This is an optimization exercise on Yosys and OpenROAD, whose aim is small area, not a production implementation.
At most, simulation tests tie the RTL to the original design; equivalence was not proved.
No activity file was given, so power comes from the tool's default toggle rates.

// video_box_overlay
module video_box_overlay #(
  parameter int N_BOX   = 8,
  parameter int W_PIX   = 24,
  parameter int W_COORD = 12,
  parameter int W_THK   = 4,
  localparam int W_IDX  = (N_BOX > 1) ? $clog2(N_BOX) : 1
) (
  input  logic               clk,
  input  logic               rstn,
  input  logic               vsync,
  input  logic               hsync,
  input  logic               de,
  input  logic [W_PIX-1:0]   data,
  input  logic               cfg_we,
  input  logic [W_IDX-1:0]   cfg_idx,
  input  logic               cfg_en,
  input  logic               cfg_blend,
  input  logic [W_COORD-1:0] cfg_x,
  input  logic [W_COORD-1:0] cfg_y,
  input  logic [W_COORD-1:0] cfg_w,
  input  logic [W_COORD-1:0] cfg_h,
  input  logic [W_THK-1:0]   cfg_thick,
  input  logic [W_PIX-1:0]   cfg_color,
  output logic               vsync_o,
  output logic               hsync_o,
  output logic               de_o,
  output logic [W_PIX-1:0]   data_o,
  output logic               cfg_commit
);
For scale: about 140 I/O pins.
Settings: LEC_CHECK=0, CAP_MARGIN=20, CORE_MARGIN=2, CORE_UTILIZATION=70, CTS_BUF_LIST=sky130_fd_sc_hd__clkbuf_16, CTS_CLUSTER_DIAMETER=100, CTS_CLUSTER_SIZE=30, GPL_TIMING_DRIVEN=0, SLEW_MARGIN=20, SYNTH_HIERARCHICAL=0; clock period 6.0 ns.
standard.sh (not shown) runs the stock make flow with config.mk's settings and CLKGATE_MAP_FILE= SYNTH_SCRIPT=/design/flow/synth_recipe.tcl, a recipe that flattens the netlist after the stock synthesis.
==> flow/flow/run.sh <==
#!/bin/bash
# Standard layout with a netlist clean-up between synthesis and floorplan:
#  - flow/fixinv.py re-picks the polarity of cells whose output inverts with
#    some of their inputs (full adders, majority gates, muxes, XORs) so fewer
#    inverters are needed in the synthesized netlist;
#  - flow/absorb.py then folds remaining inverters into the gates that read
#    them where another library cell does the same with less area.
# Registers are untouched and the logic is unchanged. Port buffers use the
# smallest buffer cell (the repair steps resize it where a port needs more
# drive). Each step logs to its own file.
set -euo pipefail
export BUFFER_PORTS_ARGS="-buffer_cell sky130_fd_sc_hd__buf_1"
R="$PWD/orfs/results/$FLOW_PLATFORM/video_box_overlay/base"
LIB="$FLOW_HOME/platforms/$FLOW_PLATFORM/lib/sky130_fd_sc_hd__tt_025C_1v80.lib"
bash standard.sh "$R/1_2_yosys.v" > synth.log 2>&1
cp "$R/1_2_yosys.v" "$R/1_2_yosys.orig.v"
python3 flow/fixinv.py "$R/1_2_yosys.orig.v" "$R/1_2_yosys.fixinv.v" > fixinv.log 2>&1
python3 flow/absorb.py "$LIB" "$R/1_2_yosys.fixinv.v" "$R/1_2_yosys.v" > absorb.log 2>&1
bash standard.sh > layout.log 2>&1
Other scripts of this flow, unchanged in this note and not shown: flow/flow/absorb.py, flow/flow/fixinv.py
The first run finished but failed the layout checks on setup timing.
==> next run, changes <==
--- a/flow/design.v
+++ b/flow/design.v
@@ -21,21 +21,21 @@
   input  logic [W_COORD-1:0] cfg_h,
   input  logic [W_THK-1:0]   cfg_thick,
   input  logic [W_PIX-1:0]   cfg_color,
   output logic               vsync_o,
   output logic               hsync_o,
   output logic               de_o,
   output logic [W_PIX-1:0]   data_o,
   output logic               cfg_commit
 );
   localparam int N_LANE = W_PIX / 8;
-  localparam int SPLIT  = 7;
+  localparam int SPLIT  = 8;
   localparam logic [W_COORD-1:0] COORD_MAX = {W_COORD{1'b1}};
   function automatic logic [SPLIT:0] add_lo(input logic [SPLIT-1:0] a,
                                             input logic [SPLIT-1:0] b, input logic ci);
     logic c;
     c = ci;
     for (int k = 0; k < SPLIT; k++) begin
       add_lo[k] = a[k] ^ b[k] ^ c;
       c         = (a[k] & b[k]) | (a[k] & c) | (b[k] & c);
     end
     add_lo[SPLIT] = c;
@@ -110,31 +110,31 @@
   logic [W_COORD-1:0] act_x_r      [N_BOX];
   logic [W_COORD-1:0] act_y_r      [N_BOX];
   logic [W_COORD-1:0] act_w_r      [N_BOX];
   logic [W_COORD-1:0] act_h_r      [N_BOX];
   logic [W_THK-1:0]   act_nthk_r  [N_BOX];
   logic [W_PIX-1:0]   act_color_r  [N_BOX];
   logic               v1_r, v2_r, v3_r;
   logic               s1_vs_r, s1_hs_r, s1_de_r, s1_bl_r;
   logic [W_PIX-1:0]   s1_data_r;
   logic               s1_xsat_r;
-  logic               s2_vs_r, s2_hs_r, s2_de_r, s2_bl_r, s2_de2_r, s2_bl2_r;
+  logic               s2_vs_r, s2_hs_r, s2_de_r, s2_bl_r;
   logic [W_PIX-1:0]   s2_data_r;
   logic [3:0]         s2_part_r    [N_BOX];
   logic [W_COORD-SPLIT-1:0] s2_ph_r;
   logic [1:0]         yflag_r      [N_BOX];
   logic               s3_vs_r, s3_hs_r, s3_de_r, s3_hit_r, s3_blend_r;
   logic [W_PIX-1:0]   s3_data_r, s3_color_r;
   logic [W_COORD-1:0] p1_s;
   logic [3:0]         part_s       [N_BOX];
   logic [1:0]         ax_s         [N_BOX];
-  logic [N_BOX-1:0]   hit_s, sel_s, s2_act_s;
+  logic [N_BOX-1:0]   hit_s, sel_s;
   logic               sel_hit_s, sel_blend_s;
   logic [W_PIX-1:0]   sel_color_s, blend_s, mix_s;
   assign vsync_rise_s = vsync & ~vsync_prev_r;
   assign de_fall_s    = ~de & de_prev_r;
   always_ff @(posedge clk or negedge rstn) begin
     if (!rstn) begin
       vsync_prev_r <= 1'b0;
       de_prev_r    <= 1'b0;
       x_cnt_r      <= {W_COORD{1'b0}};
       y_cnt_r      <= {W_COORD{1'b0}};
@@ -187,46 +187,37 @@
         act_blend_r[i] <= pend_blend_r[i];
         act_x_r[i]     <= pend_x_r[i];
         act_y_r[i]     <= pend_y_r[i];
         act_w_r[i]     <= pend_w_r[i];
         act_h_r[i]     <= pend_h_r[i];
         act_nthk_r[i] <= pend_nthk_r[i];
         act_color_r[i] <= pend_color_r[i];
       end
     end
   end
-  always_comb begin
-    for (int i = 0; i < N_BOX; i++)
-      case (i * 4 / N_BOX)
-        0:       s2_act_s[i] = s2_de_r;
-        1:       s2_act_s[i] = ~s2_bl_r;
-        2:       s2_act_s[i] = s2_de2_r;
-        default: s2_act_s[i] = ~s2_bl2_r;
-      endcase
-  end
   assign p1_s = s1_de_r ? x_cnt_r : y_cnt_r;
   always_comb begin
     for (int i = 0; i < N_BOX; i++)
       part_s[i] = axis_lo(~p1_s[SPLIT-1:0], s1_de_r & ~s1_xsat_r,
                           (i < N_BOX / 2 ? s1_de_r : ~s1_bl_r) ?
                             act_x_r[i][SPLIT-1:0] : act_y_r[i][SPLIT-1:0],
                           (i < N_BOX / 2 ? s1_de_r : ~s1_bl_r) ?
                             act_w_r[i][SPLIT-1:0] : act_h_r[i][SPLIT-1:0],
                           ~act_nthk_r[i]);
   end
   always_comb begin
     logic any;
     for (int i = 0; i < N_BOX; i++) begin
       ax_s[i] = axis_hi(~s2_ph_r,
-                        s2_act_s[i] ?
+                        (i < N_BOX / 2 ? s2_de_r : ~s2_bl_r) ?
                           act_x_r[i][W_COORD-1:SPLIT] : act_y_r[i][W_COORD-1:SPLIT],
-                        s2_act_s[i] ?
+                        (i < N_BOX / 2 ? s2_de_r : ~s2_bl_r) ?
                           act_w_r[i][W_COORD-1:SPLIT] : act_h_r[i][W_COORD-1:SPLIT],
                         s2_part_r[i]);
       hit_s[i] = act_en_r[i] & ax_s[i][1] & yflag_r[i][1] &
                  !((act_nthk_r[i] != {W_THK{1'b1}}) & ax_s[i][0] & yflag_r[i][0]);
     end
     any = 1'b0;
     for (int i = 0; i < N_BOX; i++) begin
       sel_s[i] = s2_de_r & hit_s[i] & !any;
       any      = any | hit_s[i];
     end
@@ -271,22 +262,20 @@
     s1_vs_r    <= vsync;
     s1_hs_r    <= hsync;
     s1_de_r    <= de;
     s1_bl_r    <= ~de;
     s1_data_r  <= data;
     s1_xsat_r  <= &x_cnt_r;
     s2_vs_r    <= s1_vs_r;
     s2_hs_r    <= s1_hs_r;
     s2_de_r    <= s1_de_r;
     s2_bl_r    <= s1_bl_r;
-    s2_de2_r   <= ~s1_bl_r;
-    s2_bl2_r   <= ~s1_de_r;
     s2_data_r  <= s1_data_r;
     for (int i = 0; i < N_BOX; i++)
       s2_part_r[i] <= part_s[i];
     s2_ph_r    <= p1_s[W_COORD-1:SPLIT];
     for (int i = 0; i < N_BOX; i++)
       if (s2_bl_r)
         yflag_r[i] <= ax_s[i];
     s3_vs_r    <= s2_vs_r;
     s3_hs_r    <= s2_hs_r;
     s3_de_r    <= s2_de_r;
After rerunning:
- With this change the flow completed with no timing, DRC or antenna violations
- hold slack stays flat
- total power is higher by about 1%
- cell area climbs by about 0.9%
- via count drops by about 1%
- synthesized cell count went down by about 0.5%
- fmax rose by 2.1%
- critical path depth increases by 1
- sequential cell count fell by 3
No run of this note included a check of the RTL's function; only the layout flow was run.

* * *

## run 5
Another version of the RTL of video_box_overlay (not shown whole).
Size: about 2800 cells after synthesis, about 140 I/O pins, ~54000 um^2 of cells after synthesis.
==> flow/config.mk <==
export PLATFORM = sky130hd
export DESIGN_NAME = video_box_overlay
export DESIGN_NICKNAME = video_box_overlay
export VERILOG_FILES = /design/flow/design.v
export SDC_FILE = /design/flow/constraint.sdc
export NUM_CORES = 4
export LEC_CHECK = 0
export CAP_MARGIN = 20
export CORE_MARGIN = 2
export CORE_UTILIZATION = 70
export CTS_BUF_LIST = sky130_fd_sc_hd__clkbuf_16
export CTS_CLUSTER_DIAMETER = 100
export CTS_CLUSTER_SIZE = 30
export GPL_TIMING_DRIVEN = 0
export SLEW_MARGIN = 20
export SYNTH_HIERARCHICAL = 0
==> flow/constraint.sdc <==
create_clock -name core_clock -period 6.0 [get_ports {clk}]
set_input_delay 1.2000 -clock core_clock [delete_from_list [all_inputs] [get_ports {clk}]]
set_output_delay 1.2000 -clock core_clock [all_outputs]
set_load 0.01 [all_outputs]
==> flow/flow/run.sh <==
#!/bin/bash
# Standard layout with one netlist clean-up between synthesis and floorplan:
# flow/fixinv.py re-picks the polarity of the self-dual cells (full adders,
# majority gates) in the synthesized netlist so fewer inverters are needed.
# Registers and all other cells are untouched. Each step logs to its own file.
set -euo pipefail
# Port buffers: the smallest buffer cell (the repair steps resize it where a port needs more drive).
export BUFFER_PORTS_ARGS="-buffer_cell sky130_fd_sc_hd__buf_1"
R="$PWD/orfs/results/$FLOW_PLATFORM/video_box_overlay/base"
bash standard.sh "$R/1_2_yosys.v" > synth.log 2>&1
cp "$R/1_2_yosys.v" "$R/1_2_yosys.orig.v"
python3 flow/fixinv.py "$R/1_2_yosys.orig.v" "$R/1_2_yosys.v" > fixinv.log 2>&1
bash standard.sh > layout.log 2>&1
Other scripts of this flow, unchanged in this note and not shown: flow/flow/fixinv.py
Inputs modified between run 5 and run 1:
diff --git a/flow/design.v b/flow/design.v
--- a/flow/design.v
+++ b/flow/design.v
@@ -24,15 +24,15 @@
   output logic               vsync_o,
   output logic               hsync_o,
   output logic               de_o,
   output logic [W_PIX-1:0]   data_o,
   output logic               cfg_commit
 );
   localparam int N_LANE = W_PIX / 8;
-  localparam int SPLIT  = 7;
+  localparam int SPLIT  = 6;
   localparam logic [W_COORD-1:0] COORD_MAX = {W_COORD{1'b1}};
   function automatic logic [SPLIT:0] add_lo(input logic [SPLIT-1:0] a,
                                             input logic [SPLIT-1:0] b, input logic ci);
     logic c;
     c = ci;
     for (int k = 0; k < SPLIT; k++) begin
       add_lo[k] = a[k] ^ b[k] ^ c;
--- outcome ---
Of run 5 and run 1, just one finished clean: run 5. | run 1 | all stages done | FAIL | setup timing |. On final worst-path setup slack: between run 5 and run 1, it ends up lower for run 1. Sort run 5 and run 1 by fraction of area in registers, ascending, and run 1 comes first. Share of the cycle needed by the critical path after routing: run 5 and run 1 compared, higher one is run 1. Highest achievable clock rate, run 5 and run 1: lower on run 1. Re area of all placed cells without fillers: run 5 and run 1 aren't equal, and the lower value belongs to run 5. Run 1 — overall fraction of global-route tracks in use 0.28 points higher, run 5 as reference. Run 1 drops fewer vias than run 5. Fraction of final layout cells sized beyond drive strength 1 on run 1 is up relative to run 5.
Function not checked in run 1: the RTL went through the layout flow alone.

==> what the ideal ports hide <==
No port has a modelled driver above. Below, the same layouts with a new extraction and two added sets of constraints. Step 1 assumes that a clkbuf_16 drives the clock port and a buf_2 every other input. Step 2 moves the port delays by t, midway between the first and last clock arrival at a register: inputs arrive t later, outputs are due t later. That takes back most of the time a late clock gives input paths. Three values: no drivers, after step 1, after step 2; two values: the first two.
run	t, ns	setup WS [ns]	pins driven straight from the clock port
the first run of note 1	0.723	-0.024 / -0.024 / -0.024	1
the second run of note 1	0.722	0.099 / 0.099 / 0.099	1
run 5	0.730	0.095 / 0.095 / 0.095	1
run 1	0.725	-0.429 / -0.429 / -0.429	1
